This design comes from an exercise in tuning for small area and a short achievable clock period on the open sky130 flow, not from production work.
No run shown here included a check of the RTL's function; only the layout flow was run.
No activity file was given, so power comes from the tool's default toggle rates.

## flow/design.v (module list and top-level ports; edited modules follow where they fit)
// module fa_cell: 4 lines
// module ha_cell: 4 lines
// module booth_sel: 5 lines
// module ao22_cell: 3 lines
// module xor2_cell: 3 lines
// module fp_mul_tree_a: 1095 lines
// module fp_mul_tree_b: 58 lines
// module fp_add_lo: 43 lines
// module fp_add_hi: 252 lines
// module fp_add48: 313 lines
// module fp_norm_shift: 20 lines
// module fp_round_inc: 11 lines
// module fp_prefix_and: 10 lines
// module fp_lzc24: 11 lines
// module fp_norm_shift15: 20 lines
// module fp32_mul: 215 lines
module fp32_mul
(
    input  logic        clk,
    input  logic        rst_n,
    input  logic [31:0] a,
    input  logic [31:0] b,
    input  logic        in_valid,
    output logic        out_valid,
    output logic [31:0] result
);
  // ...
==> flow/run.sh <==
#!/bin/bash
# synth_recipe.tcl (not shown) runs the flow's synth.tcl, then flattens the netlist and writes it again
# the make line also repeats each setting of config.mk as NAME=value (left out here)
make -C /OpenROAD-flow-scripts/flow DESIGN_CONFIG=/design/flow/config.mk WORK_HOME=/design/flow/orfs CLKGATE_MAP_FILE= SYNTH_SCRIPT=/design/flow/synth_recipe.tcl finish
==> flow/config.mk <==
export PLATFORM = sky130hd
export DESIGN_NAME = fp32_mul
export DESIGN_NICKNAME = fp32_mul
export VERILOG_FILES = /design/flow/design.v
export SDC_FILE = /design/flow/constraint.sdc
export NUM_CORES = 4
export LEC_CHECK = 0
export CAP_MARGIN = 20
export CORE_MARGIN = 2
export CORE_UTILIZATION = 40
export CTS_CLUSTER_DIAMETER = 100
export CTS_CLUSTER_SIZE = 25
export SETUP_SLACK_MARGIN = 5
export SLEW_MARGIN = 20
export SYNTH_HIERARCHICAL = 1
export SYNTH_MINIMUM_KEEP_SIZE = 0
==> flow/constraint.sdc <==
create_clock -name core_clock -period 8.5 [get_ports {clk}]
set_input_delay 1.7000 -clock core_clock [delete_from_list [all_inputs] [get_ports {clk}]]
set_output_delay 1.7000 -clock core_clock [all_outputs]
set_load 0.01 [all_outputs]
==> impl_results.md, run 1 <==
* Run status: timing/DRC/antenna clean
* Non-clk bufs at 181
* Antenna cells at 0
* Non-clock inverters at 99
* End-of-flow core utilization at 45.3%
* Metal3 WL at 6170 µm
* ANT nets after route at 0
* CP arrival at 4020 ps
* Largest area class, layout: multi-input combinational cells
* Async S/R FF share, synth at under 10%
* Leakage Power at 11.7 nW
* Post-Syn Instances at 2253
* Worst-path clk slew at 100 ps
* Final Wtd Congestion at 0.889
* Hold EP: lz3[2]$_DFF_P_
* Iteration-0 DRC Markers at 1490
* H-tree levels at 1
* CP top delay family: compound AO/OA/AOI/OAI gates
* Sink Count at 384
* CTS max path bufs at 3
* Fillers at 5810
* Top sig layer: met4
* GRT busiest layer: met2
* Critical Path End Type: register
* Total die area at 66700 µm²
* Cell taking the most area after synthesis: dfxtp_1
* CTS tree: built
* Post-synth top area share at 29.4%
* Row Count at 93
* Routed WL per cell at 22.9 µm
* Flop+latch power at 2.91 mW
* Post-CTS setup buffers at 9
* Buffer share of cell area at around 5.6%
* Adder-Cell Fraction of Synth Area at 25.6%
* Final wirelength at 74800 µm
* Initial antenna violation count at 2
* Worst setup margin at ~4900 ps
* Grt met1 use at 29.7%
* Max FFs per register at 140
* Path depth of the worst reg2reg path at 12
* First-pass detailed-route iteration total at 5
* GR met3 Demand/Resource at 4.32%
* CLK BUF at 24
==> inputs of run 2 (changes only) <==
--- a/flow/design.v
+++ b/flow/design.v
@@ -656,463 +656,464 @@
   wire pp12_16 = b12_one & x[16];
   wire pp12_17 = b12_one & x[17];
   wire pp12_18 = b12_one & x[18];
   wire pp12_19 = b12_one & x[19];
   wire pp12_20 = b12_one & x[20];
   wire pp12_21 = b12_one & x[21];
   wire pp12_22 = b12_one & x[22];
   wire pp12_23 = b12_one & x[23];
-  ha_cell us1 (.a(b2_n), .b(pp0_4), .s(m[10]), .co(m[12]));
-  ha_cell us3 (.a(pp0_5), .b(pp1_3), .s(m[13]), .co(m[14]));
-  fa_cell us5 (.a(b3_n), .b(pp0_6), .ci(pp1_4), .s(m[15]), .co(m[17]));
-  wire c8;
-  ha_cell us7 (.a(pp2_2), .b(pp3_0), .s(m[16]), .co(c8));
-  wire c10;
-  fa_cell us9 (.a(pp0_7), .b(pp1_5), .ci(pp2_3), .s(m[18]), .co(c10));
-  ha_cell us11 (.a(pp3_1), .b(c8), .s(m[19]), .co(m[21]));
+  wire s1, c2;
+  ha_cell us1 (.a(b8_n), .b(pp0_16), .s(s1), .co(c2));
+  wire s3, c4;
+  ha_cell us3 (.a(pp0_17), .b(pp1_15), .s(s3), .co(c4));
+  wire s5, c6;
+  fa_cell us5 (.a(b9_n), .b(pp0_18), .ci(pp1_16), .s(s5), .co(c6));
+  wire s7, c8;
+  ha_cell us7 (.a(pp2_14), .b(pp3_12), .s(s7), .co(c8));
+  wire s9, c10;
+  fa_cell us9 (.a(pp0_19), .b(pp1_17), .ci(pp2_15), .s(s9), .co(c10));
+  wire s11, c12;
+  ha_cell us11 (.a(pp3_13), .b(pp4_11), .s(s11), .co(c12));
   wire s13, c14;
-  fa_cell us13 (.a(b4_n), .b(pp0_8), .ci(pp1_6), .s(s13), .co(c14));
-  wire c16;
-  fa_cell us15 (.a(pp2_4), .b(pp3_2), .ci(pp4_0), .s(m[20]), .co(c16));
-  ha_cell us17 (.a(c10), .b(s13), .s(m[22]), .co(m[23]));
+  fa_cell us13 (.a(b10_n), .b(pp0_20), .ci(pp10_0), .s(s13), .co(c14));
+  wire s15, c16;
+  fa_cell us15 (.a(pp1_18), .b(pp2_16), .ci(pp3_14), .s(s15), .co(c16));
+  wire s17, c18;
+  ha_cell us17 (.a(pp4_12), .b(pp5_10), .s(s17), .co(c18));
   wire s19, c20;
-  fa_cell us19 (.a(pp0_9), .b(pp1_7), .ci(pp2_5), .s(s19), .co(c20));
-  wire c22;
-  fa_cell us21 (.a(pp3_3), .b(pp4_1), .ci(c14), .s(m[24]), .co(c22));
-  ha_cell us23 (.a(c16), .b(s19), .s(m[25]), .co(m[26]));
+  fa_cell us19 (.a(pp0_21), .b(pp10_1), .ci(pp1_19), .s(s19), .co(c20));
+  wire s21, c22;
+  fa_cell us21 (.a(pp2_17), .b(pp3_15), .ci(pp4_13), .s(s21), .co(c22));
+  wire s23, c24;
+  ha_cell us23 (.a(pp5_11), .b(pp6_9), .s(s23), .co(c24));
   wire s25, c26;
-  fa_cell us25 (.a(b5_n), .b(pp0_10), .ci(pp1_8), .s(s25), .co(c26));
+  fa_cell us25 (.a(b11_n), .b(pp0_22), .ci(pp10_2), .s(s25), .co(c26));
   wire s27, c28;
-  fa_cell us27 (.a(pp2_6), .b(pp3_4), .ci(pp4_2), .s(s27), .co(c28));
-  wire c30;
-  fa_cell us29 (.a(pp5_0), .b(c20), .ci(s25), .s(m[27]), .co(c30));
-  ha_cell us31 (.a(s27), .b(c22), .s(m[28]), .co(m[30]));
+  fa_cell us27 (.a(pp11_0), .b(pp1_20), .ci(pp2_18), .s(s27), .co(c28));
+  wire s29, c30;
+  fa_cell us29 (.a(pp3_16), .b(pp4_14), .ci(pp5_12), .s(s29), .co(c30));
+  wire s31, c32;
+  ha_cell us31 (.a(pp6_10), .b(pp7_8), .s(s31), .co(c32));
   wire s33, c34;
-  fa_cell us33 (.a(pp0_11), .b(pp1_9), .ci(pp2_7), .s(s33), .co(c34));
+  fa_cell us33 (.a(pp0_23), .b(pp10_3), .ci(pp11_1), .s(s33), .co(c34));
   wire s35, c36;
-  fa_cell us35 (.a(pp3_5), .b(pp4_3), .ci(pp5_1), .s(s35), .co(c36));
-  wire c38;
-  fa_cell us37 (.a(c26), .b(c28), .ci(s33), .s(m[29]), .co(c38));
-  ha_cell us39 (.a(s35), .b(c30), .s(m[31]), .co(m[33]));
+  fa_cell us35 (.a(pp1_21), .b(pp2_19), .ci(pp3_17), .s(s35), .co(c36));
+  wire s37, c38;
+  fa_cell us37 (.a(pp4_15), .b(pp5_13), .ci(pp6_11), .s(s37), .co(c38));
+  wire s39, c40;
+  ha_cell us39 (.a(pp7_9), .b(pp8_7), .s(s39), .co(c40));
   wire s41, c42;
-  fa_cell us41 (.a(b6_n), .b(pp0_12), .ci(pp1_10), .s(s41), .co(c42));
+  fa_cell us41 (.a(pp0_24), .b(pp10_4), .ci(pp11_2), .s(s41), .co(c42));
   wire s43, c44;
-  fa_cell us43 (.a(pp2_8), .b(pp3_6), .ci(pp4_4), .s(s43), .co(c44));
+  fa_cell us43 (.a(pp12_0), .b(pp1_22), .ci(pp2_20), .s(s43), .co(c44));
   wire s45, c46;
-  fa_cell us45 (.a(pp5_2), .b(pp6_0), .ci(c34), .s(s45), .co(c46));
-  wire c48;
-  fa_cell us47 (.a(c36), .b(s41), .ci(s43), .s(m[32]), .co(c48));
-  ha_cell us49 (.a(c38), .b(s45), .s(m[34]), .co(m[35]));
+  fa_cell us45 (.a(pp3_18), .b(pp4_16), .ci(pp5_14), .s(s45), .co(c46));
+  wire s47, c48;
+  fa_cell us47 (.a(pp6_12), .b(pp7_10), .ci(pp8_8), .s(s47), .co(c48));
+  wire s49, c50;
+  fa_cell us49 (.a(b0_n), .b(pp10_5), .ci(pp11_3), .s(s49), .co(c50));
   wire s51, c52;
-  fa_cell us51 (.a(pp0_13), .b(pp1_11), .ci(pp2_9), .s(s51), .co(c52));
+  fa_cell us51 (.a(pp12_1), .b(pp1_23), .ci(pp2_21), .s(s51), .co(c52));
   wire s53, c54;
-  fa_cell us53 (.a(pp3_7), .b(pp4_5), .ci(pp5_3), .s(s53), .co(c54));
+  fa_cell us53 (.a(pp3_19), .b(pp4_17), .ci(pp5_15), .s(s53), .co(c54));
   wire s55, c56;
-  fa_cell us55 (.a(pp6_1), .b(c42), .ci(c44), .s(s55), .co(c56));
-  wire c58;
-  fa_cell us57 (.a(s51), .b(s53), .ci(c46), .s(m[36]), .co(c58));
-  ha_cell us59 (.a(c48), .b(s55), .s(m[37]), .co(m[38]));
+  fa_cell us55 (.a(pp6_13), .b(pp7_11), .ci(pp8_9), .s(s55), .co(c56));
+  wire s57, c58;
+  fa_cell us57 (.a(b0_n), .b(pp10_6), .ci(pp11_4), .s(s57), .co(c58));
+  wire s59, c60;
+  fa_cell us59 (.a(pp12_2), .b(pp1_24), .ci(pp2_22), .s(s59), .co(c60));
   wire s61, c62;
-  fa_cell us61 (.a(b7_n), .b(pp0_14), .ci(pp1_12), .s(s61), .co(c62));
+  fa_cell us61 (.a(pp3_20), .b(pp4_18), .ci(pp5_16), .s(s61), .co(c62));
   wire s63, c64;
-  fa_cell us63 (.a(pp2_10), .b(pp3_8), .ci(pp4_6), .s(s63), .co(c64));
+  fa_cell us63 (.a(pp6_14), .b(pp7_12), .ci(pp8_10), .s(s63), .co(c64));
   wire s65, c66;
-  fa_cell us65 (.a(pp5_4), .b(pp6_2), .ci(pp7_0), .s(s65), .co(c66));
+  fa_cell us65 (.a(pp10_7), .b(pp11_5), .ci(pp12_3), .s(s65), .co(c66));
   wire s67, c68;
-  fa_cell us67 (.a(c52), .b(c54), .ci(s61), .s(s67), .co(c68));
-  wire c70;
-  fa_cell us69 (.a(s63), .b(s65), .ci(c56), .s(m[39]), .co(c70));
-  ha_cell us71 (.a(s67), .b(c58), .s(m[40]), .co(m[42]));
+  fa_cell us67 (.a(pp2_23), .b(pp3_21), .ci(pp4_19), .s(s67), .co(c68));
+  wire s69, c70;
+  fa_cell us69 (.a(pp5_17), .b(pp6_15), .ci(pp7_13), .s(s69), .co(c70));
+  wire s71, c72;
+  fa_cell us71 (.a(pp8_11), .b(pp9_9), .ci(~b0_n), .s(s71), .co(c72));
   wire s73, c74;
-  fa_cell us73 (.a(pp0_15), .b(pp1_13), .ci(pp2_11), .s(s73), .co(c74));
+  fa_cell us73 (.a(pp10_8), .b(pp11_6), .ci(pp12_4), .s(s73), .co(c74));
   wire s75, c76;
-  fa_cell us75 (.a(pp3_9), .b(pp4_7), .ci(pp5_5), .s(s75), .co(c76));
+  fa_cell us75 (.a(pp2_24), .b(pp3_22), .ci(pp4_20), .s(s75), .co(c76));
   wire s77, c78;
-  fa_cell us77 (.a(pp6_3), .b(pp7_1), .ci(c62), .s(s77), .co(c78));
+  fa_cell us77 (.a(pp5_18), .b(pp6_16), .ci(pp7_14), .s(s77), .co(c78));
   wire s79, c80;
-  fa_cell us79 (.a(c64), .b(c66), .ci(s73), .s(s79), .co(c80));
-  wire c82;
-  fa_cell us81 (.a(s75), .b(c68), .ci(s77), .s(m[41]), .co(c82));
-  ha_cell us83 (.a(s79), .b(c70), .s(m[43]), .co(m[45]));
+  fa_cell us79 (.a(pp10_9), .b(pp11_7), .ci(pp12_5), .s(s79), .co(c80));
+  wire s81, c82;
+  fa_cell us81 (.a(pp3_23), .b(pp4_21), .ci(pp5_19), .s(s81), .co(c82));
+  wire s83, c84;
+  fa_cell us83 (.a(pp6_17), .b(pp7_15), .ci(pp8_13), .s(s83), .co(c84));
   wire s85, c86;
-  fa_cell us85 (.a(b8_n), .b(pp0_16), .ci(pp1_14), .s(s85), .co(c86));
+  fa_cell us85 (.a(pp10_10), .b(pp11_8), .ci(pp12_6), .s(s85), .co(c86));
   wire s87, c88;
-  fa_cell us87 (.a(pp2_12), .b(pp3_10), .ci(pp4_8), .s(s87), .co(c88));
+  fa_cell us87 (.a(pp3_24), .b(pp4_22), .ci(pp5_20), .s(s87), .co(c88));
   wire s89, c90;
-  fa_cell us89 (.a(pp5_6), .b(pp6_4), .ci(pp7_2), .s(s89), .co(c90));
+  fa_cell us89 (.a(pp10_11), .b(pp11_9), .ci(pp12_7), .s(s89), .co(c90));
   wire s91, c92;
-  fa_cell us91 (.a(pp8_0), .b(c74), .ci(c76), .s(s91), .co(c92));
+  fa_cell us91 (.a(pp4_23), .b(pp5_21), .ci(pp6_19), .s(s91), .co(c92));
   wire s93, c94;
-  fa_cell us93 (.a(s85), .b(s87), .ci(s89), .s(s93), .co(c94));
-  wire c96;
-  fa_cell us95 (.a(c78), .b(c80), .ci(s91), .s(m[44]), .co(c96));
-  ha_cell us97 (.a(s93), .b(c82), .s(m[46]), .co(m[48]));
+  fa_cell us93 (.a(pp10_12), .b(pp11_10), .ci(pp12_8), .s(s93), .co(c94));
+  wire s95, c96;
+  fa_cell us95 (.a(pp10_13), .b(pp11_11), .ci(pp12_9), .s(s95), .co(c96));
+  wire s97, c98;
+  ha_cell us97 (.a(b5_n), .b(pp0_10), .s(s97), .co(c98));
   wire s99, c100;
-  fa_cell us99 (.a(pp0_17), .b(pp1_15), .ci(pp2_13), .s(s99), .co(c100));
+  ha_cell us99 (.a(pp0_11), .b(pp1_9), .s(s99), .co(c100));
   wire s101, c102;
-  fa_cell us101 (.a(pp3_11), .b(pp4_9), .ci(pp5_7), .s(s101), .co(c102));
+  fa_cell us101 (.a(b6_n), .b(pp0_12), .ci(pp1_10), .s(s101), .co(c102));
   wire s103, c104;
-  fa_cell us103 (.a(pp6_5), .b(pp7_3), .ci(pp8_1), .s(s103), .co(c104));
+  ha_cell us103 (.a(pp2_8), .b(pp3_6), .s(s103), .co(c104));
   wire s105, c106;
-  fa_cell us105 (.a(c86), .b(c88), .ci(c90), .s(s105), .co(c106));
+  fa_cell us105 (.a(pp0_13), .b(pp1_11), .ci(pp2_9), .s(s105), .co(c106));
   wire s107, c108;
-  fa_cell us107 (.a(s101), .b(s103), .ci(s99), .s(s107), .co(c108));
-  wire c110;
-  fa_cell us109 (.a(c92), .b(c94), .ci(s105), .s(m[47]), .co(c110));
-  ha_cell us111 (.a(s107), .b(c96), .s(m[49]), .co(m[51]));
+  ha_cell us107 (.a(pp3_7), .b(pp4_5), .s(s107), .co(c108));
+  wire s109, c110;
+  fa_cell us109 (.a(b7_n), .b(pp0_14), .ci(pp1_12), .s(s109), .co(c110));
+  wire s111, c112;
+  fa_cell us111 (.a(pp2_10), .b(pp3_8), .ci(pp4_6), .s(s111), .co(c112));
   wire s113, c114;
-  fa_cell us113 (.a(b9_n), .b(pp0_18), .ci(pp1_16), .s(s113), .co(c114));
+  ha_cell us113 (.a(pp5_4), .b(pp6_2), .s(s113), .co(c114));
   wire s115, c116;
-  fa_cell us115 (.a(pp2_14), .b(pp3_12), .ci(pp4_10), .s(s115), .co(c116));
+  fa_cell us115 (.a(pp0_15), .b(pp1_13), .ci(pp2_11), .s(s115), .co(c116));
   wire s117, c118;
-  fa_cell us117 (.a(pp5_8), .b(pp6_6), .ci(pp7_4), .s(s117), .co(c118));
+  fa_cell us117 (.a(pp3_9), .b(pp4_7), .ci(pp5_5), .s(s117), .co(c118));
   wire s119, c120;
-  fa_cell us119 (.a(pp8_2), .b(pp9_0), .ci(c100), .s(s119), .co(c120));
+  ha_cell us119 (.a(pp6_3), .b(pp7_1), .s(s119), .co(c120));
   wire s121, c122;
-  fa_cell us121 (.a(c102), .b(c104), .ci(s113), .s(s121), .co(c122));
+  fa_cell us121 (.a(pp1_14), .b(pp2_12), .ci(pp3_10), .s(s121), .co(c122));
   wire s123, c124;
-  fa_cell us123 (.a(s115), .b(s117), .ci(c106), .s(s123), .co(c124));
-  wire c126;
-  fa_cell us125 (.a(c108), .b(s119), .ci(s121), .s(m[50]), .co(c126));
-  ha_cell us127 (.a(c110), .b(s123), .s(m[52]), .co(m[53]));
+  fa_cell us123 (.a(pp4_8), .b(pp5_6), .ci(pp6_4), .s(s123), .co(c124));
+  wire s125, c126;
+  fa_cell us125 (.a(pp7_2), .b(pp8_0), .ci(s1), .s(s125), .co(c126));
+  wire s127, c128;
+  fa_cell us127 (.a(pp2_13), .b(pp3_11), .ci(pp4_9), .s(s127), .co(c128));
   wire s129, c130;
-  fa_cell us129 (.a(pp0_19), .b(pp1_17), .ci(pp2_15), .s(s129), .co(c130));
+  fa_cell us129 (.a(pp5_7), .b(pp6_5), .ci(pp7_3), .s(s129), .co(c130));
   wire s131, c132;
-  fa_cell us131 (.a(pp3_13), .b(pp4_11), .ci(pp5_9), .s(s131), .co(c132));
+  fa_cell us131 (.a(pp8_1), .b(c2), .ci(s3), .s(s131), .co(c132));
   wire s133, c134;
-  fa_cell us133 (.a(pp6_7), .b(pp7_5), .ci(pp8_3), .s(s133), .co(c134));
+  fa_cell us133 (.a(pp4_10), .b(pp5_8), .ci(pp6_6), .s(s133), .co(c134));
   wire s135, c136;
-  fa_cell us135 (.a(pp9_1), .b(c114), .ci(c116), .s(s135), .co(c136));
+  fa_cell us135 (.a(pp7_4), .b(pp8_2), .ci(pp9_0), .s(s135), .co(c136));
   wire s137, c138;
-  fa_cell us137 (.a(c118), .b(s129), .ci(s131), .s(s137), .co(c138));
+  fa_cell us137 (.a(c4), .b(s7), .ci(s5), .s(s137), .co(c138));
   wire s139, c140;
-  fa_cell us139 (.a(s133), .b(c120), .ci(c122), .s(s139), .co(c140));
-  wire c142;
-  fa_cell us141 (.a(s135), .b(s137), .ci(c124), .s(m[54]), .co(c142));
-  ha_cell us143 (.a(s139), .b(c126), .s(m[55]), .co(m[56]));
+  fa_cell us139 (.a(pp5_9), .b(pp6_7), .ci(pp7_5), .s(s139), .co(c140));
+  wire s141, c142;
+  fa_cell us141 (.a(pp8_3), .b(pp9_1), .ci(c8), .s(s141), .co(c142));
+  wire s143, c144;
+  fa_cell us143 (.a(s11), .b(c6), .ci(s9), .s(s143), .co(c144));
   wire s145, c146;
-  fa_cell us145 (.a(b10_n), .b(pp0_20), .ci(pp10_0), .s(s145), .co(c146));
+  fa_cell us145 (.a(pp6_8), .b(pp7_6), .ci(pp8_4), .s(s145), .co(c146));
   wire s147, c148;
-  fa_cell us147 (.a(pp1_18), .b(pp2_16), .ci(pp3_14), .s(s147), .co(c148));
+  fa_cell us147 (.a(pp9_2), .b(c12), .ci(s17), .s(s147), .co(c148));
   wire s149, c150;
-  fa_cell us149 (.a(pp4_12), .b(pp5_10), .ci(pp6_8), .s(s149), .co(c150));
+  fa_cell us149 (.a(c10), .b(s13), .ci(s15), .s(s149), .co(c150));
   wire s151, c152;
-  fa_cell us151 (.a(pp7_6), .b(pp8_4), .ci(pp9_2), .s(s151), .co(c152));
+  fa_cell us151 (.a(pp7_7), .b(pp8_5), .ci(pp9_3), .s(s151), .co(c152));
   wire s153, c154;
-  fa_cell us153 (.a(c130), .b(c132), .ci(c134), .s(s153), .co(c154));
+  fa_cell us153 (.a(c18), .b(s23), .ci(c14), .s(s153), .co(c154));
   wire s155, c156;
-  fa_cell us155 (.a(s145), .b(s147), .ci(s149), .s(s155), .co(c156));
+  fa_cell us155 (.a(c16), .b(s19), .ci(s21), .s(s155), .co(c156));
   wire s157, c158;
-  fa_cell us157 (.a(s151), .b(c136), .ci(c138), .s(s157), .co(c158));
-  wire c160;
-  fa_cell us159 (.a(s153), .b(s155), .ci(c140), .s(m[57]), .co(c160));
-  ha_cell us161 (.a(s157), .b(c142), .s(m[58]), .co(m[60]));
+  fa_cell us157 (.a(pp8_6), .b(pp9_4), .ci(c24), .s(s157), .co(c158));
+  wire s159, c160;
+  fa_cell us159 (.a(s31), .b(c20), .ci(c22), .s(s159), .co(c160));
+  wire s161, c162;
+  fa_cell us161 (.a(s25), .b(s27), .ci(s29), .s(s161), .co(c162));
   wire s163, c164;
-  fa_cell us163 (.a(pp0_21), .b(pp10_1), .ci(pp1_19), .s(s163), .co(c164));
+  fa_cell us163 (.a(pp9_5), .b(c32), .ci(s39), .s(s163), .co(c164));
   wire s165, c166;
-  fa_cell us165 (.a(pp2_17), .b(pp3_15), .ci(pp4_13), .s(s165), .co(c166));
+  fa_cell us165 (.a(c26), .b(c28), .ci(c30), .s(s165), .co(c166));
   wire s167, c168;
-  fa_cell us167 (.a(pp5_11), .b(pp6_9), .ci(pp7_7), .s(s167), .co(c168));
+  fa_cell us167 (.a(s33), .b(s35), .ci(s37), .s(s167), .co(c168));
   wire s169, c170;
-  fa_cell us169 (.a(pp8_5), .b(pp9_3), .ci(c146), .s(s169), .co(c170));
+  fa_cell us169 (.a(pp9_6), .b(c40), .ci(c34), .s(s169), .co(c170));
   wire s171, c172;
-  fa_cell us171 (.a(c148), .b(c150), .ci(c152), .s(s171), .co(c172));
+  fa_cell us171 (.a(c36), .b(c38), .ci(s41), .s(s171), .co(c172));
   wire s173, c174;
-  fa_cell us173 (.a(s163), .b(s165), .ci(s167), .s(s173), .co(c174));
+  fa_cell us173 (.a(s43), .b(s45), .ci(s47), .s(s173), .co(c174));
   wire s175, c176;
-  fa_cell us175 (.a(c154), .b(c156), .ci(s169), .s(s175), .co(c176));
-  wire c178;
-  fa_cell us177 (.a(s171), .b(s173), .ci(c158), .s(m[59]), .co(c178));
-  ha_cell us179 (.a(s175), .b(c160), .s(m[61]), .co(m[63]));
+  fa_cell us175 (.a(pp9_7), .b(c42), .ci(c44), .s(s175), .co(c176));
+  wire s177, c178;
+  fa_cell us177 (.a(c46), .b(c48), .ci(s49), .s(s177), .co(c178));
+  wire s179, c180;
+  fa_cell us179 (.a(s51), .b(s53), .ci(s55), .s(s179), .co(c180));
   wire s181, c182;
-  fa_cell us181 (.a(b11_n), .b(pp0_22), .ci(pp10_2), .s(s181), .co(c182));
+  fa_cell us181 (.a(pp9_8), .b(c50), .ci(c52), .s(s181), .co(c182));
   wire s183, c184;
-  fa_cell us183 (.a(pp11_0), .b(pp1_20), .ci(pp2_18), .s(s183), .co(c184));
+  fa_cell us183 (.a(c54), .b(c56), .ci(s57), .s(s183), .co(c184));
   wire s185, c186;
-  fa_cell us185 (.a(pp3_16), .b(pp4_14), .ci(pp5_12), .s(s185), .co(c186));
+  fa_cell us185 (.a(s59), .b(s61), .ci(s63), .s(s185), .co(c186));
   wire s187, c188;
-  fa_cell us187 (.a(pp6_10), .b(pp7_8), .ci(pp8_6), .s(s187), .co(c188));
+  fa_cell us187 (.a(~b1_n), .b(c58), .ci(c60), .s(s187), .co(c188));
   wire s189, c190;
-  fa_cell us189 (.a(pp9_4), .b(c164), .ci(c166), .s(s189), .co(c190));
+  fa_cell us189 (.a(c62), .b(c64), .ci(s65), .s(s189), .co(c190));
   wire s191, c192;
-  fa_cell us191 (.a(c168), .b(s181), .ci(s183), .s(s191), .co(c192));
+  fa_cell us191 (.a(s67), .b(s69), .ci(s71), .s(s191), .co(c192));
   wire s193, c194;
-  fa_cell us193 (.a(s185), .b(s187), .ci(c170), .s(s193), .co(c194));
+  fa_cell us193 (.a(pp8_12), .b(~pp9_10), .ci(c66), .s(s193), .co(c194));
   wire s195, c196;
-  fa_cell us195 (.a(c172), .b(c174), .ci(s189), .s(s195), .co(c196));
-  wire c198;
-  fa_cell us197 (.a(s191), .b(c176), .ci(s193), .s(m[62]), .co(c198));
-  ha_cell us199 (.a(s195), .b(c178), .s(m[64]), .co(m[66]));
+  fa_cell us195 (.a(c68), .b(c70), .ci(c72), .s(s195), .co(c196));
+  wire s197, c198;
+  fa_cell us197 (.a(s73), .b(s75), .ci(s77), .s(s197), .co(c198));
+  wire s199, c200;
+  fa_cell us199 (.a(pp9_10), .b(pp9_11), .ci(~b2_n), .s(s199), .co(c200));
   wire s201, c202;
-  fa_cell us201 (.a(pp0_23), .b(pp10_3), .ci(pp11_1), .s(s201), .co(c202));
+  fa_cell us201 (.a(c74), .b(c76), .ci(c78), .s(s201), .co(c202));
   wire s203, c204;
-  fa_cell us203 (.a(pp1_21), .b(pp2_19), .ci(pp3_17), .s(s203), .co(c204));
+  fa_cell us203 (.a(s79), .b(s81), .ci(s83), .s(s203), .co(c204));
   wire s205, c206;
-  fa_cell us205 (.a(pp4_15), .b(pp5_13), .ci(pp6_11), .s(s205), .co(c206));
+  fa_cell us205 (.a(pp6_18), .b(pp7_16), .ci(pp8_14), .s(s205), .co(c206));
   wire s207, c208;
-  fa_cell us207 (.a(pp7_9), .b(pp8_7), .ci(pp9_5), .s(s207), .co(c208));
+  fa_cell us207 (.a(~pp9_12), .b(c80), .ci(c82), .s(s207), .co(c208));
   wire s209, c210;
-  fa_cell us209 (.a(c182), .b(c184), .ci(c186), .s(s209), .co(c210));
+  fa_cell us209 (.a(c84), .b(s85), .ci(s87), .s(s209), .co(c210));
   wire s211, c212;
-  fa_cell us211 (.a(c188), .b(s201), .ci(s203), .s(s211), .co(c212));
+  fa_cell us211 (.a(pp7_17), .b(pp8_15), .ci(pp9_12), .s(s211), .co(c212));
   wire s213, c214;
-  fa_cell us213 (.a(s205), .b(s207), .ci(c190), .s(s213), .co(c214));
+  fa_cell us213 (.a(pp9_13), .b(~b3_n), .ci(c86), .s(s213), .co(c214));
   wire s215, c216;
-  fa_cell us215 (.a(c192), .b(s209), .ci(s211), .s(s215), .co(c216));
-  fa_cell us217 (.a(c194), .b(c196), .ci(s213), .s(m[65]), .co(m[68]));
-  ha_cell us219 (.a(s215), .b(c198), .s(m[67]), .co(m[69]));
+  fa_cell us215 (.a(c88), .b(s89), .ci(s91), .s(s215), .co(c216));
+  wire s217, c218;
+  fa_cell us217 (.a(pp4_24), .b(pp5_22), .ci(pp6_20), .s(s217), .co(c218));
+  wire s219, c220;
+  fa_cell us219 (.a(pp7_18), .b(pp8_16), .ci(~pp9_14), .s(s219), .co(c220));
   wire s221, c222;
-  fa_cell us221 (.a(pp0_24), .b(pp10_4), .ci(pp11_2), .s(s221), .co(c222));
+  fa_cell us221 (.a(c90), .b(c92), .ci(s93), .s(s221), .co(c222));
   wire s223, c224;
-  fa_cell us223 (.a(pp12_0), .b(pp1_22), .ci(pp2_20), .s(s223), .co(c224));
+  fa_cell us223 (.a(pp5_23), .b(pp6_21), .ci(pp7_19), .s(s223), .co(c224));
   wire s225, c226;
-  fa_cell us225 (.a(pp3_18), .b(pp4_16), .ci(pp5_14), .s(s225), .co(c226));
+  fa_cell us225 (.a(pp8_17), .b(pp9_14), .ci(pp9_15), .s(s225), .co(c226));
   wire s227, c228;
-  fa_cell us227 (.a(pp6_12), .b(pp7_10), .ci(pp8_8), .s(s227), .co(c228));
+  fa_cell us227 (.a(~b4_n), .b(c94), .ci(s95), .s(s227), .co(c228));
   wire s229, c230;
-  fa_cell us229 (.a(pp9_6), .b(c202), .ci(c204), .s(s229), .co(c230));
+  fa_cell us229 (.a(pp10_14), .b(pp11_12), .ci(pp12_10), .s(s229), .co(c230));
   wire s231, c232;
-  fa_cell us231 (.a(c206), .b(c208), .ci(s221), .s(s231), .co(c232));
+  fa_cell us231 (.a(pp5_24), .b(pp6_22), .ci(pp7_20), .s(s231), .co(c232));
   wire s233, c234;
-  fa_cell us233 (.a(s223), .b(s225), .ci(s227), .s(s233), .co(c234));
+  fa_cell us233 (.a(pp8_18), .b(~pp9_16), .ci(c96), .s(s233), .co(c234));
   wire s235, c236;
-  fa_cell us235 (.a(c210), .b(c212), .ci(s229), .s(s235), .co(c236));
-  wire s237;
-  fa_cell us237 (.a(s231), .b(s233), .ci(c214), .s(s237), .co(m[71]));
-  fa_cell us239 (.a(s235), .b(c216), .ci(s237), .s(m[70]), .co(m[72]));
+  fa_cell us235 (.a(pp10_15), .b(pp11_13), .ci(pp12_11), .s(s235), .co(c236));
+  wire s237, c238;
+  fa_cell us237 (.a(pp6_23), .b(pp7_21), .ci(pp8_19), .s(s237), .co(c238));
+  wire s239, c240;
+  fa_cell us239 (.a(pp9_16), .b(pp9_17), .ci(~b5_n), .s(s239), .co(c240));
   wire s241, c242;
-  fa_cell us241 (.a(b0_n), .b(pp10_5), .ci(pp11_3), .s(s241), .co(c242));
+  fa_cell us241 (.a(pp10_16), .b(pp11_14), .ci(pp12_12), .s(s241), .co(c242));
   wire s243, c244;
-  fa_cell us243 (.a(pp12_1), .b(pp1_23), .ci(pp2_21), .s(s243), .co(c244));
+  fa_cell us243 (.a(pp6_24), .b(pp7_22), .ci(pp8_20), .s(s243), .co(c244));
   wire s245, c246;
-  fa_cell us245 (.a(pp3_19), .b(pp4_17), .ci(pp5_15), .s(s245), .co(c246));
+  fa_cell us245 (.a(pp10_17), .b(pp11_15), .ci(pp12_13), .s(s245), .co(c246));
   wire s247, c248;
-  fa_cell us247 (.a(pp6_13), .b(pp7_11), .ci(pp8_9), .s(s247), .co(c248));
+  fa_cell us247 (.a(pp7_23), .b(pp8_21), .ci(pp9_18), .s(s247), .co(c248));
   wire s249, c250;
-  fa_cell us249 (.a(pp9_7), .b(c222), .ci(c224), .s(s249), .co(c250));
+  fa_cell us249 (.a(pp10_18), .b(pp11_16), .ci(pp12_14), .s(s249), .co(c250));
   wire s251, c252;
-  fa_cell us251 (.a(c226), .b(c228), .ci(s241), .s(s251), .co(c252));
-  wire s253, c254;
-  fa_cell us253 (.a(s243), .b(s245), .ci(s247), .s(s253), .co(c254));
-  wire s255, c256;
-  fa_cell us255 (.a(c230), .b(c232), .ci(c234), .s(s255), .co(c256));
-  wire s257, c258;
-  fa_cell us257 (.a(s249), .b(s251), .ci(s253), .s(s257), .co(c258));
-  fa_cell us259 (.a(c236), .b(s255), .ci(s257), .s(m[73]), .co(m[75]));
-  wire s261, c262;
-  fa_cell us261 (.a(b0_n), .b(pp10_6), .ci(pp11_4), .s(s261), .co(c262));
+  fa_cell us251 (.a(pp10_19), .b(pp11_17), .ci(pp12_15), .s(s251), .co(c252));
+  wire c254;
+  ha_cell us253 (.a(b3_n), .b(pp0_6), .s(m[16]), .co(c254));
+  wire c256;
+  ha_cell us255 (.a(pp0_7), .b(pp1_5), .s(m[19]), .co(c256));
+  wire c258;
+  fa_cell us257 (.a(b4_n), .b(pp0_8), .ci(pp1_6), .s(m[22]), .co(c258));
+  wire s259, c260;
+  ha_cell us259 (.a(pp2_4), .b(pp3_2), .s(s259), .co(c260));
+  wire c262;
+  fa_cell us261 (.a(pp0_9), .b(pp1_7), .ci(pp2_5), .s(m[25]), .co(c262));
   wire s263, c264;
-  fa_cell us263 (.a(pp12_2), .b(pp1_24), .ci(pp2_22), .s(s263), .co(c264));
+  ha_cell us263 (.a(pp3_3), .b(pp4_1), .s(s263), .co(c264));
   wire s265, c266;
-  fa_cell us265 (.a(pp3_20), .b(pp4_18), .ci(pp5_16), .s(s265), .co(c266));
-  wire s267, c268;
-  fa_cell us267 (.a(pp6_14), .b(pp7_12), .ci(pp8_10), .s(s267), .co(c268));
+  fa_cell us265 (.a(pp1_8), .b(pp2_6), .ci(pp3_4), .s(s265), .co(c266));
+  wire c268;
+  fa_cell us267 (.a(pp4_2), .b(pp5_0), .ci(s97), .s(m[28]), .co(c268));
   wire s269, c270;
-  fa_cell us269 (.a(pp9_8), .b(c242), .ci(c244), .s(s269), .co(c270));
-  wire s271, c272;
-  fa_cell us271 (.a(c246), .b(c248), .ci(s261), .s(s271), .co(c272));
+  fa_cell us269 (.a(pp2_7), .b(pp3_5), .ci(pp4_3), .s(s269), .co(c270));
+  wire c272;
+  fa_cell us271 (.a(pp5_1), .b(c98), .ci(s99), .s(m[31]), .co(c272));
   wire s273, c274;
-  fa_cell us273 (.a(s263), .b(s265), .ci(s267), .s(s273), .co(c274));
-  wire s275, c276;
-  fa_cell us275 (.a(c250), .b(c252), .ci(c254), .s(s275), .co(c276));
-  wire c278;
-  fa_cell us277 (.a(s269), .b(s271), .ci(s273), .s(m[74]), .co(c278));
-  fa_cell us279 (.a(c256), .b(s275), .ci(c258), .s(m[76]), .co(m[78]));
+  fa_cell us273 (.a(pp4_4), .b(pp5_2), .ci(pp6_0), .s(s273), .co(c274));
+  wire c276;
+  fa_cell us275 (.a(c100), .b(s103), .ci(s101), .s(m[34]), .co(c276));
+  wire s277, c278;
+  fa_cell us277 (.a(pp5_3), .b(pp6_1), .ci(c104), .s(s277), .co(c278));
+  wire c280;
+  fa_cell us279 (.a(s107), .b(c102), .ci(s105), .s(m[37]), .co(c280));
   wire s281, c282;
-  fa_cell us281 (.a(pp10_7), .b(pp11_5), .ci(pp12_3), .s(s281), .co(c282));
-  wire s283, c284;
-  fa_cell us283 (.a(pp2_23), .b(pp3_21), .ci(pp4_19), .s(s283), .co(c284));
+  fa_cell us281 (.a(pp7_0), .b(c108), .ci(s113), .s(s281), .co(c282));
+  wire c284;
+  fa_cell us283 (.a(c106), .b(s109), .ci(s111), .s(m[40]), .co(c284));
   wire s285, c286;
-  fa_cell us285 (.a(pp5_17), .b(pp6_15), .ci(pp7_13), .s(s285), .co(c286));
-  wire s287, c288;
-  fa_cell us287 (.a(pp8_11), .b(pp9_9), .ci(~b0_n), .s(s287), .co(c288));
+  fa_cell us285 (.a(c114), .b(s119), .ci(c110), .s(s285), .co(c286));
+  wire c288;
+  fa_cell us287 (.a(c112), .b(s115), .ci(s117), .s(m[43]), .co(c288));
   wire s289, c290;
-  fa_cell us289 (.a(~b1_n), .b(c262), .ci(c264), .s(s289), .co(c290));
-  wire s291, c292;
-  fa_cell us291 (.a(c266), .b(c268), .ci(s281), .s(s291), .co(c292));
+  fa_cell us289 (.a(c120), .b(c116), .ci(c118), .s(s289), .co(c290));
+  wire c292;
+  fa_cell us291 (.a(s121), .b(s123), .ci(s125), .s(m[46]), .co(c292));
   wire s293, c294;
-  fa_cell us293 (.a(s283), .b(s285), .ci(s287), .s(s293), .co(c294));
-  wire s295, c296;
-  fa_cell us295 (.a(c270), .b(c272), .ci(c274), .s(s295), .co(c296));
-  wire c298;
-  fa_cell us297 (.a(s289), .b(s291), .ci(s293), .s(m[77]), .co(c298));
-  fa_cell us299 (.a(c276), .b(s295), .ci(c278), .s(m[79]), .co(m[81]));
+  fa_cell us293 (.a(c122), .b(c124), .ci(s127), .s(s293), .co(c294));
+  wire c296;
+  fa_cell us295 (.a(s129), .b(c126), .ci(s131), .s(m[49]), .co(c296));
+  wire s297, c298;
+  fa_cell us297 (.a(c128), .b(c130), .ci(s133), .s(s297), .co(c298));
+  wire c300;
+  fa_cell us299 (.a(s135), .b(c132), .ci(s137), .s(m[52]), .co(c300));
   wire s301, c302;
-  fa_cell us301 (.a(pp10_8), .b(pp11_6), .ci(pp12_4), .s(s301), .co(c302));
-  wire s303, c304;
-  fa_cell us303 (.a(pp2_24), .b(pp3_22), .ci(pp4_20), .s(s303), .co(c304));
+  fa_cell us301 (.a(c134), .b(c136), .ci(s139), .s(s301), .co(c302));
+  wire c304;
+  fa_cell us303 (.a(s141), .b(c138), .ci(s143), .s(m[55]), .co(c304));
   wire s305, c306;
-  fa_cell us305 (.a(pp5_18), .b(pp6_16), .ci(pp7_14), .s(s305), .co(c306));
-  wire s307, c308;
-  fa_cell us307 (.a(pp8_12), .b(~pp9_10), .ci(c282), .s(s307), .co(c308));
+  fa_cell us305 (.a(c140), .b(s145), .ci(c142), .s(s305), .co(c306));
+  wire c308;
+  fa_cell us307 (.a(s147), .b(c144), .ci(s149), .s(m[58]), .co(c308));
   wire s309, c310;
-  fa_cell us309 (.a(c284), .b(c286), .ci(c288), .s(s309), .co(c310));
-  wire s311, c312;
-  fa_cell us311 (.a(s301), .b(s303), .ci(s305), .s(s311), .co(c312));
+  fa_cell us309 (.a(c146), .b(s151), .ci(c148), .s(s309), .co(c310));
+  wire c312;
+  fa_cell us311 (.a(c150), .b(s153), .ci(s155), .s(m[61]), .co(c312));
   wire s313, c314;
-  fa_cell us313 (.a(c290), .b(c292), .ci(c294), .s(s313), .co(c314));
+  fa_cell us313 (.a(c152), .b(c154), .ci(s157), .s(s313), .co(c314));
   wire c316;
-  fa_cell us315 (.a(s307), .b(s309), .ci(s311), .s(m[80]), .co(c316));
-  fa_cell us317 (.a(c296), .b(s313), .ci(c298), .s(m[82]), .co(m[84]));
-  wire s319, c320;
-  fa_cell us319 (.a(pp10_9), .b(pp11_7), .ci(pp12_5), .s(s319), .co(c320));
+  fa_cell us315 (.a(c156), .b(s159), .ci(s161), .s(m[64]), .co(c316));
+  wire s317, c318;
+  fa_cell us317 (.a(c158), .b(c160), .ci(s163), .s(s317), .co(c318));
+  wire c320;
+  fa_cell us319 (.a(c162), .b(s165), .ci(s167), .s(m[67]), .co(c320));
   wire s321, c322;
-  fa_cell us321 (.a(pp3_23), .b(pp4_21), .ci(pp5_19), .s(s321), .co(c322));
-  wire s323, c324;
-  fa_cell us323 (.a(pp6_17), .b(pp7_15), .ci(pp8_13), .s(s323), .co(c324));
+  fa_cell us321 (.a(c164), .b(c166), .ci(c168), .s(s321), .co(c322));
+  wire c324;
+  fa_cell us323 (.a(s169), .b(s171), .ci(s173), .s(m[70]), .co(c324));
   wire s325, c326;
-  fa_cell us325 (.a(pp9_10), .b(pp9_11), .ci(~b2_n), .s(s325), .co(c326));
-  wire s327, c328;
-  fa_cell us327 (.a(c302), .b(c304), .ci(c306), .s(s327), .co(c328));
+  fa_cell us325 (.a(c170), .b(c172), .ci(c174), .s(s325), .co(c326));
+  wire c328;
+  fa_cell us327 (.a(s175), .b(s177), .ci(s179), .s(m[73]), .co(c328));
   wire s329, c330;
-  fa_cell us329 (.a(s319), .b(s321), .ci(s323), .s(s329), .co(c330));
-  wire s331, c332;
-  fa_cell us331 (.a(s325), .b(c308), .ci(c310), .s(s331), .co(c332));
-  wire c334;
-  fa_cell us333 (.a(c312), .b(s327), .ci(s329), .s(m[83]), .co(c334));
-  fa_cell us335 (.a(c314), .b(s331), .ci(c316), .s(m[85]), .co(m[87]));
+  fa_cell us329 (.a(c176), .b(c178), .ci(c180), .s(s329), .co(c330));
+  wire c332;
+  fa_cell us331 (.a(s181), .b(s183), .ci(s185), .s(m[76]), .co(c332));
+  wire s333, c334;
+  fa_cell us333 (.a(c182), .b(c184), .ci(c186), .s(s333), .co(c334));
+  wire c336;
+  fa_cell us335 (.a(s187), .b(s189), .ci(s191), .s(m[79]), .co(c336));
   wire s337, c338;
-  fa_cell us337 (.a(pp10_10), .b(pp11_8), .ci(pp12_6), .s(s337), .co(c338));
-  wire s339, c340;
-  fa_cell us339 (.a(pp3_24), .b(pp4_22), .ci(pp5_20), .s(s339), .co(c340));
+  fa_cell us337 (.a(c188), .b(c190), .ci(c192), .s(s337), .co(c338));
+  wire c340;
+  fa_cell us339 (.a(s193), .b(s195), .ci(s197), .s(m[82]), .co(c340));
   wire s341, c342;
-  fa_cell us341 (.a(pp6_18), .b(pp7_16), .ci(pp8_14), .s(s341), .co(c342));
-  wire s343, c344;
-  fa_cell us343 (.a(~pp9_12), .b(c320), .ci(c322), .s(s343), .co(c344));
+  fa_cell us341 (.a(s199), .b(c194), .ci(c196), .s(s341), .co(c342));
+  wire c344;
+  fa_cell us343 (.a(c198), .b(s201), .ci(s203), .s(m[85]), .co(c344));
   wire s345, c346;
-  fa_cell us345 (.a(c324), .b(c326), .ci(s337), .s(s345), .co(c346));
-  wire s347, c348;
-  fa_cell us347 (.a(s339), .b(s341), .ci(c328), .s(s347), .co(c348));
-  wire c350;
-  fa_cell us349 (.a(c330), .b(s343), .ci(s345), .s(m[86]), .co(c350));
-  fa_cell us351 (.a(c332), .b(s347), .ci(c334), .s(m[88]), .co(m[90]));
+  fa_cell us345 (.a(c200), .b(s205), .ci(c202), .s(s345), .co(c346));
+  wire c348;
+  fa_cell us347 (.a(c204), .b(s207), .ci(s209), .s(m[88]), .co(c348));
+  wire s349, c350;
+  fa_cell us349 (.a(c206), .b(s211), .ci(c208), .s(s349), .co(c350));
+  wire c352;
+  fa_cell us351 (.a(c210), .b(s213), .ci(s215), .s(m[91]), .co(c352));
   wire s353, c354;
-  fa_cell us353 (.a(pp10_11), .b(pp11_9), .ci(pp12_7), .s(s353), .co(c354));
-  wire s355, c356;
-  fa_cell us355 (.a(pp4_23), .b(pp5_21), .ci(pp6_19), .s(s355), .co(c356));
+  fa_cell us353 (.a(c212), .b(s217), .ci(s219), .s(s353), .co(c354));
+  wire c356;
+  fa_cell us355 (.a(c214), .b(c216), .ci(s221), .s(m[94]), .co(c356));
   wire s357, c358;
-  fa_cell us357 (.a(pp7_17), .b(pp8_15), .ci(pp9_12), .s(s357), .co(c358));
-  wire s359, c360;
-  fa_cell us359 (.a(pp9_13), .b(~b3_n), .ci(c338), .s(s359), .co(c360));
+  fa_cell us357 (.a(c218), .b(c220), .ci(s223), .s(s357), .co(c358));
+  fa_cell us359 (.a(s225), .b(c222), .ci(s227), .s(m[97]), .co(m[100]));
   wire s361, c362;
-  fa_cell us361 (.a(c340), .b(c342), .ci(s353), .s(s361), .co(c362));
+  fa_cell us361 (.a(c224), .b(c226), .ci(s229), .s(s361), .co(c362));
   wire s363, c364;
-  fa_cell us363 (.a(s355), .b(s357), .ci(c344), .s(s363), .co(c364));
-  fa_cell us365 (.a(c346), .b(s359), .ci(s361), .s(m[89]), .co(m[92]));
-  fa_cell us367 (.a(c348), .b(s363), .ci(c350), .s(m[91]), .co(m[93]));
+  fa_cell us363 (.a(s231), .b(c228), .ci(s233), .s(s363), .co(c364));
+  wire s365, c366;
+  fa_cell us365 (.a(c230), .b(c232), .ci(s235), .s(s365), .co(c366));
+  fa_cell us367 (.a(s237), .b(s239), .ci(c234), .s(m[103]), .co(m[106]));
   wire s369, c370;
-  fa_cell us369 (.a(pp10_12), .b(pp11_10), .ci(pp12_8), .s(s369), .co(c370));
+  fa_cell us369 (.a(~pp9_18), .b(c236), .ci(c238), .s(s369), .co(c370));
   wire s371, c372;
-  fa_cell us371 (.a(pp4_24), .b(pp5_22), .ci(pp6_20), .s(s371), .co(c372));
+  fa_cell us371 (.a(c240), .b(s241), .ci(s243), .s(s371), .co(c372));
   wire s373, c374;
-  fa_cell us373 (.a(pp7_18), .b(pp8_16), .ci(~pp9_14), .s(s373), .co(c374));
-  wire s375, c376;
-  fa_cell us375 (.a(c354), .b(c356), .ci(c358), .s(s375), .co(c376));
+  fa_cell us373 (.a(pp9_19), .b(~b6_n), .ci(c242), .s(s373), .co(c374));
+  wire c376;
+  fa_cell us375 (.a(c244), .b(s245), .ci(s247), .s(m[109]), .co(c376));
   wire s377, c378;
-  fa_cell us377 (.a(s369), .b(s371), .ci(s373), .s(s377), .co(c378));
-  wire s379, c380;
-  fa_cell us379 (.a(c360), .b(c362), .ci(s375), .s(s379), .co(c380));
-  fa_cell us381 (.a(s377), .b(c364), .ci(s379), .s(m[94]), .co(m[96]));
-  wire s383, c384;
-  fa_cell us383 (.a(pp10_13), .b(pp11_11), .ci(pp12_9), .s(s383), .co(c384));
+  fa_cell us377 (.a(pp7_24), .b(pp8_22), .ci(~pp9_20), .s(s377), .co(c378));
+  wire c380;
+  fa_cell us379 (.a(c246), .b(c248), .ci(s249), .s(m[112]), .co(c380));
+  wire s381, c382;
+  fa_cell us381 (.a(pp8_23), .b(pp9_20), .ci(pp9_21), .s(s381), .co(c382));
+  wire c384;
+  fa_cell us383 (.a(~b7_n), .b(c250), .ci(s251), .s(m[115]), .co(c384));
   wire s385, c386;
-  fa_cell us385 (.a(pp5_23), .b(pp6_21), .ci(pp7_19), .s(s385), .co(c386));
-  wire s387, c388;
-  fa_cell us387 (.a(pp8_17), .b(pp9_14), .ci(pp9_15), .s(s387), .co(c388));
+  fa_cell us385 (.a(pp10_20), .b(pp11_18), .ci(pp12_16), .s(s385), .co(c386));
+  fa_cell us387 (.a(pp8_24), .b(~pp9_22), .ci(c252), .s(m[118]), .co(m[121]));
   wire s389, c390;
-  fa_cell us389 (.a(~b4_n), .b(c370), .ci(c372), .s(s389), .co(c390));
+  fa_cell us389 (.a(pp10_21), .b(pp11_19), .ci(pp12_17), .s(s389), .co(c390));
   wire s391, c392;
-  fa_cell us391 (.a(c374), .b(s383), .ci(s385), .s(s391), .co(c392));
+  fa_cell us391 (.a(pp9_22), .b(pp9_23), .ci(~b8_n), .s(s391), .co(c392));
   wire c394;
-  fa_cell us393 (.a(s387), .b(c376), .ci(c378), .s(m[95]), .co(c394));
-  fa_cell us395 (.a(s389), .b(s391), .ci(c380), .s(m[97]), .co(m[99]));
-  wire s397, c398;
-  fa_cell us397 (.a(pp10_14), .b(pp11_12), .ci(pp12_10), .s(s397), .co(c398));
-  wire s399, c400;
-  fa_cell us399 (.a(pp5_24), .b(pp6_22), .ci(pp7_20), .s(s399), .co(c400));
-  wire s401, c402;
-  fa_cell us401 (.a(pp8_18), .b(~pp9_16), .ci(c384), .s(s401), .co(c402));
-  wire s403, c404;
-  fa_cell us403 (.a(c386), .b(c388), .ci(s397), .s(s403), .co(c404));
-  wire c406;
-  fa_cell us405 (.a(s399), .b(c390), .ci(c392), .s(m[98]), .co(c406));
-  fa_cell us407 (.a(s401), .b(s403), .ci(c394), .s(m[100]), .co(m[102]));
-  wire s409, c410;
-  fa_cell us409 (.a(pp10_15), .b(pp11_13), .ci(pp12_11), .s(s409), .co(c410));
-  wire s411, c412;
-  fa_cell us411 (.a(pp6_23), .b(pp7_21), .ci(pp8_19), .s(s411), .co(c412));
-  wire s413, c414;
-  fa_cell us413 (.a(pp9_16), .b(pp9_17), .ci(~b5_n), .s(s413), .co(c414));
-  wire s415, c416;
-  fa_cell us415 (.a(c398), .b(c400), .ci(s409), .s(s415), .co(c416));
-  fa_cell us417 (.a(s411), .b(s413), .ci(c402), .s(m[101]), .co(m[104]));
-  fa_cell us419 (.a(c404), .b(s415), .ci(c406), .s(m[103]), .co(m[105]));
-  wire s421, c422;
-  fa_cell us421 (.a(pp10_16), .b(pp11_14), .ci(pp12_12), .s(s421), .co(c422));
-  wire s423, c424;
-  fa_cell us423 (.a(pp6_24), .b(pp7_22), .ci(pp8_20), .s(s423), .co(c424));
-  wire s425, c426;
-  fa_cell us425 (.a(~pp9_18), .b(c410), .ci(c412), .s(s425), .co(c426));
-  wire s427, c428;
-  fa_cell us427 (.a(c414), .b(s421), .ci(s423), .s(s427), .co(c428));
-  fa_cell us429 (.a(c416), .b(s425), .ci(s427), .s(m[106]), .co(m[108]));
-  wire s431, c432;
-  fa_cell us431 (.a(pp10_17), .b(pp11_15), .ci(pp12_13), .s(s431), .co(c432));
-  wire s433, c434;
-  fa_cell us433 (.a(pp7_23), .b(pp8_21), .ci(pp9_18), .s(s433), .co(c434));
-  wire s435, c436;
-  fa_cell us435 (.a(pp9_19), .b(~b6_n), .ci(c422), .s(s435), .co(c436));
-  wire c438;
-  fa_cell us437 (.a(c424), .b(s431), .ci(s433), .s(m[107]), .co(c438));
-  fa_cell us439 (.a(c426), .b(c428), .ci(s435), .s(m[109]), .co(m[111]));
-  wire s441, c442;
-  fa_cell us441 (.a(pp10_18), .b(pp11_16), .ci(pp12_14), .s(s441), .co(c442));
-  wire s443, c444;
-  fa_cell us443 (.a(pp7_24), .b(pp8_22), .ci(~pp9_20), .s(s443), .co(c444));
-  wire c446;
-  fa_cell us445 (.a(c432), .b(c434), .ci(s441), .s(m[110]), .co(c446));
-  fa_cell us447 (.a(s443), .b(c436), .ci(c438), .s(m[112]), .co(m[114]));
-  wire s449, c450;
-  fa_cell us449 (.a(pp10_19), .b(pp11_17), .ci(pp12_15), .s(s449), .co(c450));
-  wire s451, c452;
-  fa_cell us451 (.a(pp8_23), .b(pp9_20), .ci(pp9_21), .s(s451), .co(c452));
-  wire c454;
-  fa_cell us453 (.a(~b7_n), .b(c442), .ci(c444), .s(m[113]), .co(c454));
-  fa_cell us455 (.a(s449), .b(s451), .ci(c446), .s(m[115]), .co(m[117]));
-  wire s457, c458;
-  fa_cell us457 (.a(pp10_20), .b(pp11_18), .ci(pp12_16), .s(s457), .co(c458));
-  fa_cell us459 (.a(pp8_24), .b(~pp9_22), .ci(c450), .s(m[116]), .co(m[119]));
-  fa_cell us461 (.a(c452), .b(s457), .ci(c454), .s(m[118]), .co(m[120]));
-  wire s463, c464;
-  fa_cell us463 (.a(pp10_21), .b(pp11_19), .ci(pp12_17), .s(s463), .co(c464));
-  wire s465, c466;
-  fa_cell us465 (.a(pp9_22), .b(pp9_23), .ci(~b8_n), .s(s465), .co(c466));
-  fa_cell us467 (.a(c458), .b(s463), .ci(s465), .s(m[121]), .co(m[123]));
-  wire c470;
-  fa_cell us469 (.a(pp10_22), .b(pp11_20), .ci(pp12_18), .s(m[122]), .co(c470));
-  fa_cell us471 (.a(~pp9_24), .b(c464), .ci(c466), .s(m[124]), .co(m[126]));
-  fa_cell us473 (.a(pp10_23), .b(pp11_21), .ci(pp12_19), .s(m[125]), .co(m[128]));
-  fa_cell us475 (.a(pp9_24), .b(~b9_n), .ci(c470), .s(m[127]), .co(m[129]));
-  fa_cell us477 (.a(pp10_24), .b(pp11_22), .ci(~pp12_20), .s(m[130]), .co(m[132]));
-  fa_cell us479 (.a(pp11_23), .b(pp12_20), .ci(pp12_21), .s(m[133]), .co(m[136]));
+  fa_cell us393 (.a(pp10_22), .b(pp11_20), .ci(pp12_18), .s(m[124]), .co(c394));
+  fa_cell us395 (.a(pp10_23), .b(pp11_21), .ci(pp12_19), .s(m[127]), .co(m[130]));
+  ha_cell us397 (.a(b2_n), .b(pp0_4), .s(m[8]), .co(m[11]));
+  ha_cell us399 (.a(pp0_5), .b(pp1_3), .s(m[12]), .co(m[14]));
+  fa_cell us401 (.a(pp1_4), .b(pp2_2), .ci(pp3_0), .s(m[15]), .co(m[17]));
+  fa_cell us403 (.a(pp2_3), .b(pp3_1), .ci(c254), .s(m[18]), .co(m[20]));
+  fa_cell us405 (.a(pp4_0), .b(c256), .ci(s259), .s(m[21]), .co(m[23]));
+  fa_cell us407 (.a(c260), .b(s263), .ci(c258), .s(m[24]), .co(m[26]));
+  fa_cell us409 (.a(c264), .b(c262), .ci(s265), .s(m[27]), .co(m[29]));
+  fa_cell us411 (.a(c266), .b(s269), .ci(c268), .s(m[30]), .co(m[32]));
+  fa_cell us413 (.a(c270), .b(s273), .ci(c272), .s(m[33]), .co(m[35]));
+  fa_cell us415 (.a(c274), .b(s277), .ci(c276), .s(m[36]), .co(m[38]));
+  fa_cell us417 (.a(c278), .b(s281), .ci(c280), .s(m[39]), .co(m[41]));
+  fa_cell us419 (.a(c282), .b(c284), .ci(s285), .s(m[42]), .co(m[44]));
+  fa_cell us421 (.a(c286), .b(c288), .ci(s289), .s(m[45]), .co(m[47]));
+  fa_cell us423 (.a(c290), .b(s293), .ci(c292), .s(m[48]), .co(m[50]));
+  fa_cell us425 (.a(c294), .b(s297), .ci(c296), .s(m[51]), .co(m[53]));
+  fa_cell us427 (.a(c298), .b(s301), .ci(c300), .s(m[54]), .co(m[56]));
+  fa_cell us429 (.a(c302), .b(s305), .ci(c304), .s(m[57]), .co(m[59]));
+  fa_cell us431 (.a(c306), .b(s309), .ci(c308), .s(m[60]), .co(m[62]));
+  fa_cell us433 (.a(c310), .b(s313), .ci(c312), .s(m[63]), .co(m[65]));
+  fa_cell us435 (.a(c314), .b(s317), .ci(c316), .s(m[66]), .co(m[68]));
+  fa_cell us437 (.a(c318), .b(s321), .ci(c320), .s(m[69]), .co(m[71]));
+  fa_cell us439 (.a(c322), .b(s325), .ci(c324), .s(m[72]), .co(m[74]));
+  fa_cell us441 (.a(c326), .b(s329), .ci(c328), .s(m[75]), .co(m[77]));
+  fa_cell us443 (.a(c330), .b(s333), .ci(c332), .s(m[78]), .co(m[80]));
+  fa_cell us445 (.a(c334), .b(s337), .ci(c336), .s(m[81]), .co(m[83]));
+  fa_cell us447 (.a(c338), .b(s341), .ci(c340), .s(m[84]), .co(m[86]));
+  fa_cell us449 (.a(c342), .b(s345), .ci(c344), .s(m[87]), .co(m[89]));
+  fa_cell us451 (.a(c346), .b(s349), .ci(c348), .s(m[90]), .co(m[92]));
+  fa_cell us453 (.a(s353), .b(c350), .ci(c352), .s(m[93]), .co(m[95]));
+  fa_cell us455 (.a(c354), .b(s357), .ci(c356), .s(m[96]), .co(m[98]));
+  fa_cell us457 (.a(c358), .b(s361), .ci(s363), .s(m[99]), .co(m[101]));
+  fa_cell us459 (.a(c362), .b(s365), .ci(c364), .s(m[102]), .co(m[104]));
+  fa_cell us461 (.a(c366), .b(s369), .ci(s371), .s(m[105]), .co(m[107]));
+  fa_cell us463 (.a(c370), .b(c372), .ci(s373), .s(m[108]), .co(m[110]));
+  fa_cell us465 (.a(s377), .b(c374), .ci(c376), .s(m[111]), .co(m[113]));
+  fa_cell us467 (.a(c378), .b(s381), .ci(c380), .s(m[114]), .co(m[116]));
+  fa_cell us469 (.a(c382), .b(s385), .ci(c384), .s(m[117]), .co(m[119]));
+  fa_cell us471 (.a(c386), .b(s389), .ci(s391), .s(m[120]), .co(m[122]));
+  fa_cell us473 (.a(~pp9_24), .b(c390), .ci(c392), .s(m[123]), .co(m[125]));
+  fa_cell us475 (.a(pp9_24), .b(~b9_n), .ci(c394), .s(m[126]), .co(m[128]));
+  fa_cell us477 (.a(pp10_24), .b(pp11_22), .ci(~pp12_20), .s(m[129]), .co(m[131]));
+  fa_cell us479 (.a(pp11_23), .b(pp12_20), .ci(pp12_21), .s(m[132]), .co(m[134]));
   assign m[0] = b0_n;
   assign m[1] = pp0_0;
   assign m[2] = pp0_1;
   assign m[3] = b1_n;
-  assign m[4] = pp1_0;
-  assign m[5] = pp0_2;
+  assign m[4] = pp0_2;
+  assign m[5] = pp1_0;
   assign m[6] = pp0_3;
   assign m[7] = pp1_1;
-  assign m[8] = pp1_2;
-  assign m[9] = pp2_0;
-  assign m[11] = pp2_1;
-  assign m[131] = ~b10_n;
-  assign m[134] = pp11_24;
-  assign m[135] = ~pp12_22;
+  assign m[9] = pp1_2;
+  assign m[10] = pp2_0;
+  assign m[13] = pp2_1;
+  assign m[133] = ~b10_n;
+  assign m[135] = pp11_24;
+  assign m[136] = ~pp12_22;
   assign m[137] = pp12_22;
   assign m[138] = pp12_23;
   assign m[139] = ~b11_n;
 endmodule
 module fp_mul_tree_b (
   input  logic [139:0] m,
   output logic [47:0] r0,
   output logic [47:0] r1
==> flow/flow/run.sh (new file) <==
#!/bin/bash
# Own layout flow: the standard layout (standard.sh, ORFS from synthesis
# to finish, synthesis unchanged) with two changes to how the layout is made:
#  - repair_timing aims below the clock period: a path with less than
#    SETUP_SLACK_MARGIN ns of setup slack is treated as one to fix;
#  - the port buffers that buffer_ports inserts on every input and output
#    are sky130_fd_sc_hd__buf_2 rather than the cell it picks by default.
# Each tool's full output stays in orfs/logs; make's output in standard.log.
set -euo pipefail
export SETUP_SLACK_MARGIN=5.4
export BUFFER_PORTS_ARGS="-buffer_cell sky130_fd_sc_hd__buf_2"
bash standard.sh > standard.log 2>&1
==> flow/standard.sh (new file) <==
#!/bin/bash
# synth_recipe.tcl (not shown) runs the flow's synth.tcl, then flattens the netlist and writes it again
# the make line also repeats each setting of config.mk as NAME=value (left out here)
make -C /OpenROAD-flow-scripts/flow DESIGN_CONFIG=/design/flow/config.mk WORK_HOME=/design/flow/orfs CLKGATE_MAP_FILE= SYNTH_SCRIPT=/design/flow/synth_recipe.tcl "${@:-finish}"
==> flow/config.mk (replaced) <==
export PLATFORM = sky130hd
export DESIGN_NAME = fp32_mul
export DESIGN_NICKNAME = fp32_mul
export VERILOG_FILES = /design/flow/design.v
export SDC_FILE = /design/flow/constraint.sdc
export NUM_CORES = 4
export LEC_CHECK = 0
export CAP_MARGIN = 20
export CORE_MARGIN = 2
export CORE_UTILIZATION = 40
export SLEW_MARGIN = 20
export SYNTH_HIERARCHICAL = 1
export SYNTH_MINIMUM_KEEP_SIZE = 0
removed: flow/run.sh
==> impl_results.md, run 2 <==
* Most common cell in the synthesized netlist: dfxtp_1 (unchanged)
* Worst-path clk slew at 70 ps (was 100 ps)
* Max FFs per register at 140 (unchanged)
* Starting Density at 40.3% (unchanged)
* Total die area at 66700 µm² (unchanged)
* Crit Path Class: reg2reg (unchanged)
* Final Wtd Congestion at 0.935 (was 0.889)
* Max stage delay on crit path at 590 ps (was 580 ps)
* ANT nets after route at 0 (unchanged)
* Pin count of the biggest net entering global routing at 52 (unchanged)
* Leakage Power at 12.6 nW (was 11.7 nW)
* Cell taking the most area after synthesis: dfxtp_1 (unchanged)
* Total CTS buffers at 44 (was 21)
* Iteration-0 DRC Markers at 1717 (was 1490)
* First-pass detailed-route iteration total at 5 (unchanged)
* Synth top area cells: dfxtp_1 (29%), fa_1 (21%), xor2_1 (11%), a22o_1 (9.4%), ha_1 (4.1%) (unchanged)
* Post-synth top area share at 29.4% (unchanged)
* Slew HR at 32.6% (was 37.6%)
* End-of-flow core utilization at 48.0% (was 45.3%)
* Post-Syn Instances at 2253 (unchanged)
* CTS tree: built (unchanged)
* Actual slew at the worst max-slew pin at 1010 ps (was 937 ps)
* Synthesis-to-layout area growth at 19.1% (was 12.4%)
* Critical Path End Type: register (unchanged)
* H-tree levels at 2 (was 1)
* Fin nets at 2878 (was 2831)
* Routed vias/inst at 5.75 (was 5.72)
* EDFF count, synth at 0 (unchanged)
* Unrepaired setup endpoints after global routing: yes (unchanged)
* Number of global-route vias before repair at 20.0k (was 19.8k)
* Drt drc at 0 (unchanged)
* Congestion Overflow GR at 0 (unchanged)
* Final wirelength at 76800 µm (was 74800 µm)
* CP top delay family: compound AO/OA/AOI/OAI gates (unchanged)
* Synthesized cell area at 25800 µm² (unchanged)
* Row Count at 93 (unchanged)
* Setup TNS at 0 ps (unchanged)
* Cts-stage hold buffer count at 0 (unchanged)
* Run status: timing/DRC/antenna clean (unchanged)
* Fillers at 5715 (was 5810)
* Syn nets at 2682 (unchanged)
* Async S/R FF share, synth at 1.30% (unchanged)
* Global Route Usage Sum at 22.4% (was 22.3%)
* Sink Count at 384 (unchanged)
* Routed WL per cell at 23.0 µm (was 22.9 µm)
* CTS max path bufs at 3 (unchanged)
* Initial antenna violation count at 4 (was 2)
* Core area at 64100 µm² (unchanged)
* CP arrival at 4050 ps (was 4020 ps)
run 2: per-layer routing:
metal | global-route usage, % | part of all wire, % | vias up
met5 | 0 | 0.035 | -
met2 | 35.2 | 45 | 1061
met1 | 29.5 | 42 | 9510
li1 | - | - | 8387
met4 | 9.49 | 3.9 | 4
met3 | 5.36 | 9.4 | 221
run 2: where the power goes:
| part | internal [mW] | switching, mW | leakage, nW |
|---|---|---|---|
| Combinational | 4.61 | 5.04 | 8.63 |
| Sequential | 2.55 | 0.410 | 3.25 |
| Clock | 1.19 | 0.779 | 0.740 |
| Total | 8.35 | 6.22 | 12.6 |
run 2: kinds of logic after synthesis:
logic type	Yosys count	share of synthesized area, %
flops	384	29.8
fa+ha+maj	364	25.6
xor+xnor	375	12.7
buf+inv	154	2.87
simple gates	389	7.92
compound gates	461	14.1
mux	125	6.86
other cells	1	0.0145
run 2: timing repair:
action,in CTS,in global routing
resized for setup,105,154
gates cloned,0,2
setup buffers,25,24
setup endpoints to repair,97,86
pin swaps,23,36
run 2: path summary, 6_finish.rpt:
path / slack [ps] / from / depth (start not counted) / to
worst max register to register: 4910 / m2[80]$_DFF_P_ / 12 / p16_3[39]$_DFF_P_
worst min-delay path: 320 / e0_3[0]$_DFF_P_ / 0 / e0_4[0]$_DFF_P_
min in group asynchronous: 920 / rst_n / 1 / v4$_DFF_PN0_
worst min register to register: 320 / e0_3[0]$_DFF_P_ / 0 / e0_4[0]$_DFF_P_
max in group asynchronous: 7450 / rst_n / 1 / v1$_DFF_PN0_
worst max-delay path: 4910 / m2[80]$_DFF_P_ / 12 / p16_3[39]$_DFF_P_
run 2: Yosys stat by module, one instance, submodules excluded, a selection:
| module | cells | area (µm²) | times used |
|---|---|---|---|
| fp32_mul | 720 | 10200 | 1 |
| ao22_cell | 1 | 8.76 | 276 |
| fp_mul_tree_a | 112 | 673 | 1 |
| fp_prefix_and | 45 | 240 | 1 |
| fp_norm_shift15 | 149 | 1580 | 1 |
| ha_cell | 1 | 12.5 | 22 |
| fp_lzc24 | 48 | 270 | 2 |
| fp_mul_tree_b | 6 | 41.3 | 1 |
| fp_add48 | 264 | 1980 | 1 |
| xor2_cell | 1 | 8.76 | 276 |
| fa_cell | 1 | 20.0 | 264 |
| fp_round_inc | 23 | 201 | 1 |
run 2: metrics by stage:
step	std cells	hold WS (ps)	cell area [µm²]	worst slack (ps)
2_1_floorplan	2253	310	25900	5060
3_3_place_gp	3207	311	27500	4750
3_5_place_dp	3207	312	27500	4700
4_1_cts	3310	314	29700	4970
5_1_grt	3337	319	30800	4700
6_report	3337	319	30800	4910
run 2: cell type report:
type / count / share of cell area (%)
clock inverter: 17 / 0.813
timing repair buffer: 205 / 6.28
tap: 855 / 3.48
inverter: 99 / 1.22
antenna: 1 / 0.00813
multi-input combinational: 1715 / 58.9
sequential: 384 / 25.3
clock buffer: 61 / 4.08
run 2: worst reg2reg max path, stage by stage (launching register included):
cell      delay [ps]
dfxtp_2          330
fa_1             590
ha_4             220
a21o_1           170
a211o_1          310
a221oi_2         330
o221ai_2         180
o41ai_4          370
a21boi_2         130
o41ai_4          300
o21bai_1         130
xor2_1           150
mux2_2           260

-- afterwards: timing with drivers on the ports --
The flow's constraints put no driver on any port. The routed layouts listed below were extracted and timed again, unchanged, in two steps.
Step 1, drivers: a clkbuf_16 drives clk and a buf_2 each remaining input, both assumed.
Step 2 also shifts input and output timing later by t, the mid clock arrival at the registers, as if the neighbouring blocks saw the same clock.
Three values: ideal, step 1, step 2; two values: the first two.
run | shift t [ns] | setup WS [ns]
run 1 | 0.609 | 4.926 / 4.926 / 4.750
run 2 | 0.641 | 4.912 / 4.912 / 4.912
After both steps setup and hold are still met in every run listed.
